This is an optimization exercise on Yosys and OpenROAD, whose aim is small area, not a production implementation.
In this exercise RTL edits were held to simulation tests only and were not proved equivalent to the original.
No activity file was given, so power comes from the tool's default toggle rates.

== build 66 ==
==> flow/design.v (excerpt) <==
module padding #(
  parameter int INPUT_SIZE  = 14,
  parameter int OUTPUT_SIZE = INPUT_SIZE + 2,
  parameter int INPUT_BITS  = INPUT_SIZE * INPUT_SIZE * 4,
  parameter int OUTPUT_BITS = OUTPUT_SIZE * OUTPUT_SIZE * 4
) (
  input  logic                   clk,
  input  logic                   rst,
  input  logic                   start,
  input  logic [INPUT_BITS-1:0]  input_matrix,
  output logic [OUTPUT_BITS-1:0] output_matrix,
  output logic                   done
);
Size: ~24000 um2 of cells after synthesis.
==> flow/config.mk <==
export PLATFORM = sky130hd
export DESIGN_NAME = padding
export DESIGN_NICKNAME = padding
export VERILOG_FILES = /design/flow/design.v
export SDC_FILE = /design/flow/constraint.sdc
export NUM_CORES = 4
export LEC_CHECK = 0
export CAP_MARGIN = 20
export CORE_AREA = 5 5 615 615
export DIE_AREA = 0 0 620 620
export PLACE_DENSITY = 0.4
export SLEW_MARGIN = 20
export SYNTH_HIERARCHICAL = 1
export SYNTH_MINIMUM_KEEP_SIZE = 0
==> flow/constraint.sdc <==
create_clock -name core_clock -period 5.0 [get_ports {clk}]
set_input_delay 1.0000 -clock core_clock [delete_from_list [all_inputs] [get_ports {clk}]]
set_output_delay 1.0000 -clock core_clock [all_outputs]
set_load 0.01 [all_outputs]
standard.sh (not shown) runs the stock make flow with config.mk's settings and CLKGATE_MAP_FILE= SYNTH_SCRIPT=/design/flow/synth_recipe.tcl, a recipe that flattens the netlist after the stock synthesis.
==> flow/flow/run.sh <==
#!/bin/bash
# Standard ORFS layout, with the port buffers inserted as the smallest
# plain buffer (buf_1) instead of the resizer's default pick, and a clock
# tree built from fewer buffers with larger sink clusters.
set -euo pipefail
export BUFFER_PORTS_ARGS="-buffer_cell sky130_fd_sc_hd__buf_1"
export CTS_ARGS="-sink_clustering_enable -repair_clock_nets -dont_use_dummy_load -sink_clustering_size 24 -sink_clustering_max_diameter 100 -buf_list {sky130_fd_sc_hd__clkbuf_16}"
bash standard.sh > standard_make.log 2>&1
[inputs] build 73 vs build 66
Settings: swapping 0 0 620 620 for 0 0 400 400 in DIE_AREA; swapping 5 5 615 615 for 5 5 395 395 in CORE_AREA.
==> flow/flow/run.sh <==
#!/bin/bash
# Standard ORFS layout with these changes:
#  - port buffers inserted as the smallest plain buffer (buf_1) instead of
#    the resizer's default pick;
#  - pins also on met4 (top/bottom edges) so a smaller die holds them all;
#  - each input bit's pin grouped with the pin of the output bit it feeds,
#    so each register sits next to its own two pins;
#  - a clock tree built from fewer buffers with larger sink clusters and no
#    dummy loads.
set -euo pipefail
groups=""
for ((r = 0; r < 14; r++)); do
  for ((c = 0; c < 14; c++)); do
    for ((b = 0; b < 4; b++)); do
      i=$(( (r * 14 + c) * 4 + b ))
      o=$(( ((r + 1) * 16 + c + 1) * 4 + b ))
      groups+=" -group_pins {input_matrix[$i] output_matrix[$o]}"
    done
  done
done
export PLACE_PINS_ARGS="$groups"
export BUFFER_PORTS_ARGS="-buffer_cell sky130_fd_sc_hd__buf_1"
export IO_PLACER_V="met2 met4"
export CTS_ARGS="-sink_clustering_enable -repair_clock_nets -dont_use_dummy_load -sink_clustering_size 14 -sink_clustering_max_diameter 80 -buf_list {sky130_fd_sc_hd__clkbuf_8}"
bash standard.sh > standard_make.log 2>&1
--- outcome ---
Worst setup slack: higher on build 73
Post-placement worst setup slack: build 73 and build 66 compared, higher one is build 73
NOTE wire length on met3 build 66->build 73 decreased by more than half
In build 73 relative to build 66, placed standard-cell area had gone down by more than 10%.
Against build 66 as the reference, build 73 delivers a lower fraction of layout cells with a size suffix above 1.
The run showing the greater total power draw is build 66.
The clock network fraction of total power of build 73 falls short of that of build 66 by 8.7 points.
Input-level comparison between build 94 and build 73:
Settings: CORE_AREA changed from 5 5 395 395 to 5 5 615 615; DIE_AREA changed from 0 0 400 400 to 0 0 620 620.
==> flow/flow/run.sh <==
#!/bin/bash
# Standard ORFS layout, with the port buffers inserted as the smallest
# plain buffer (buf_1) instead of the resizer's default pick.
set -euo pipefail
export BUFFER_PORTS_ARGS="-buffer_cell sky130_fd_sc_hd__buf_1"
bash standard.sh > standard_make.log 2>&1
--- outcome ---
Build 94 did not stop at any stage, and its layout met the timing, design-rule and antenna checks.
Number of cells on the critical path: build 94 and build 73 compared, lower one is build 94
Min register-to-register slack across build 94 and build 73: build 73
The routed via count divided by cell count in build 94 sits about 26% below the value recorded for build 73.
Non-clock buffer count delta (build 94 -> build 73): insignificant
Relative to build 73, net switching share of the total power has increased by 1.1 points in build 94.
Re timing-limited maximum frequency: build 73 was higher than build 94.
Build 94 leaves less setup margin than build 73.
Clock skew down 42 ps in build 94 wrt build 73
Build 94 vs. build 73: via total after detailed routing went up by about 13%.
Biggest cell delay along the critical path ends up lower on build 94.
Build 94 vs build 73, end of the critical path: output_matrix[535] vs g_bit[25].u_bit.q$_DFF_P_
Start-to-end type of the worst setup path = input pin to flip-flop: build 73; start-to-end type of the worst setup path = flip-flop to primary output: build 94
Count of placed standard cells in the final layout, fillers left out ended up 53% higher on build 94 than on build 73.
Here is what was changed in the inputs of build 16 compared with build 94.
Settings: a change of DIE_AREA from 0 0 620 620 to 0 0 400 400; a change of CORE_AREA from 5 5 615 615 to 5 5 395 395.
==> flow/flow/run.sh <==
#!/bin/bash
# Standard ORFS layout with these changes:
#  - port buffers inserted as the smallest plain buffer (buf_1) instead of
#    the resizer's default pick;
#  - pins also on met4 (top/bottom edges) so a smaller die holds them all;
#  - each input bit's pin grouped with the pin of the output bit it feeds,
#    so each register sits next to its own two pins;
#  - a clock tree built from fewer buffers with larger sink clusters and no
#    dummy loads.
set -euo pipefail
groups=""
for ((r = 0; r < 14; r++)); do
  for ((c = 0; c < 14; c++)); do
    for ((b = 0; b < 4; b++)); do
      i=$(( (r * 14 + c) * 4 + b ))
      o=$(( ((r + 1) * 16 + c + 1) * 4 + b ))
      groups+=" -group_pins {input_matrix[$i] output_matrix[$o]}"
    done
  done
done
export PLACE_PINS_ARGS="$groups"
export BUFFER_PORTS_ARGS="-buffer_cell sky130_fd_sc_hd__buf_1"
export IO_PLACER_V="met2 met4"
export CTS_ARGS="-sink_clustering_enable -repair_clock_nets -dont_use_dummy_load -sink_clustering_size 18 -sink_clustering_max_diameter 80 -buf_list {sky130_fd_sc_hd__clkbuf_8}"
bash standard.sh > standard_make.log 2>&1
### Flow results
Of the two values seen for endpoint of the worst setup timing path, output_matrix[535] was produced by build 94 and g_bit[618].u_bit.q$_DFF_P_ by build 16.
Comparing build 94 and build 16, the higher global routing usage on met1 is on build 94.
In the metrics for build 94 and build 16, the one carrying the higher maximum VDD drop is build 94.
When build 16 is set beside build 94, its power share of the sequential group turns out to be 19 points larger.
Build 16 vs build 94, highest metal layer used by the detailed router: met4 vs met5
The higher biggest fanout along the worst timing path of build 94 and build 16 is in build 16.
Clock buffer and inverter area fraction after layout (lower): build 16
Build 16 vs build 94: design internal power down in build 16
The higher total global-route track usage came out of build 94.
[inputs] build 89 vs build 16
Settings: DIE_AREA: 0 0 400 400 -> 0 0 620 620; CORE_AREA: 5 5 395 395 -> 5 5 615 615.
==> flow/flow/run.sh <==
#!/bin/bash
# Standard ORFS layout, with the port buffers inserted as the smallest
# plain buffer (buf_1) instead of the resizer's default pick, and a clock
# tree built from fewer buffers with larger sink clusters.
set -euo pipefail
export BUFFER_PORTS_ARGS="-buffer_cell sky130_fd_sc_hd__buf_1"
export CTS_ARGS="-sink_clustering_enable -repair_clock_nets -dont_use_dummy_load -sink_clustering_size 14 -sink_clustering_max_diameter 80 -buf_list {sky130_fd_sc_hd__clkbuf_8}"
bash standard.sh > standard_make.log 2>&1
Results
- | HPWL after detailed placement | build 89 vs build 16 | worse |
- Clock-pin slew on the worst setup and hold paths for build 89 is higher than for build 16.
- Going from build 16 to build 89, worst slack at placement moved down; reported leakage power higher; worst setup slack now sits lower; headroom to the max-slew limit now sits lower; aggregate routed wire length higher.
- Build 89 vs build 16: largest clock skew in the final design up
- Summary: with build 16 as the reference, cell area reported after detailed placement in build 89 moved up by more than 10%.
- [build 89] final cell count rose about 50% relative to build 16
--- input diff build 89..build 5 ---
Settings: a change of CORE_AREA from 5 5 615 615 to 5 5 505 505; a change of DIE_AREA from 0 0 620 620 to 0 0 510 510.
==> run summary <==
Build 5 ends up with a largest stage delay on the critical path that is 130 ps higher than in build 89.
From build 89 to build 5 the numbers moved as follows: routed wire length fell 21%, number of clock buffers inserted by TritonCTS fell 21%, global-route wire length before repair fell 19%, number of buffers outside the clock class in the layout fell 1.3%, die width fell 110 um.
Taking build 89 as the reference, in build 5 via count went down; maximum fanout count along the critical path rose by 55; largest net degree at the start of global routing saw a decrease; DRC violation total after the first TritonRoute iteration +26%; antenna cell count -1.

-- what the ideal ports hide --
In the flow no input, the clock included, has a driving cell. The finished layouts below were timed again as built, in two steps. Step 1 (the two cells are an assumption about what drives the block):
set clk [get_ports {clk}]
set_driving_cell -lib_cell sky130_fd_sc_hd__clkbuf_16 $clk
set_driving_cell -lib_cell sky130_fd_sc_hd__buf_2 [delete_from_list [all_inputs] $clk]
Step 2, shift: input delay + t, output delay - t, t = (earliest + latest rising clock arrival at the registers) / 2. This alone moves slack from input paths to output paths. Three values: no drivers, after step 1, after step 2; two values: the first two.
| run | t (ns) | setup slack, ns | hold WS [ns] |
|---|---|---|---|
| build 66 | 0.855 | 2.225 / 2.136 / 1.895 | 0.108 / 0.077 / 0.467 |
| build 73 | 0.760 | 2.272 / 2.319 / 1.559 | 0.466 / 0.425 / 0.468 |
| build 94 | 0.920 | 2.232 / 2.144 / 1.416 | 0.329 / 0.268 / 0.466 |
| build 16 | 0.757 | 2.255 / 2.306 / 1.549 | 0.467 / 0.429 / 0.467 |
| build 89 | 1.040 | 2.086 / 1.999 / 1.425 | 0.198 / 0.150 / 0.468 |
| build 5 | 0.883 | 2.220 / 2.249 / 1.397 | 0.367 / 0.302 / 0.467 |
After both steps setup and hold are still met in every run listed. The setup slack of build 5, which loses most, moves by +0.029 ns with the drivers and by -0.823 ns with both steps.
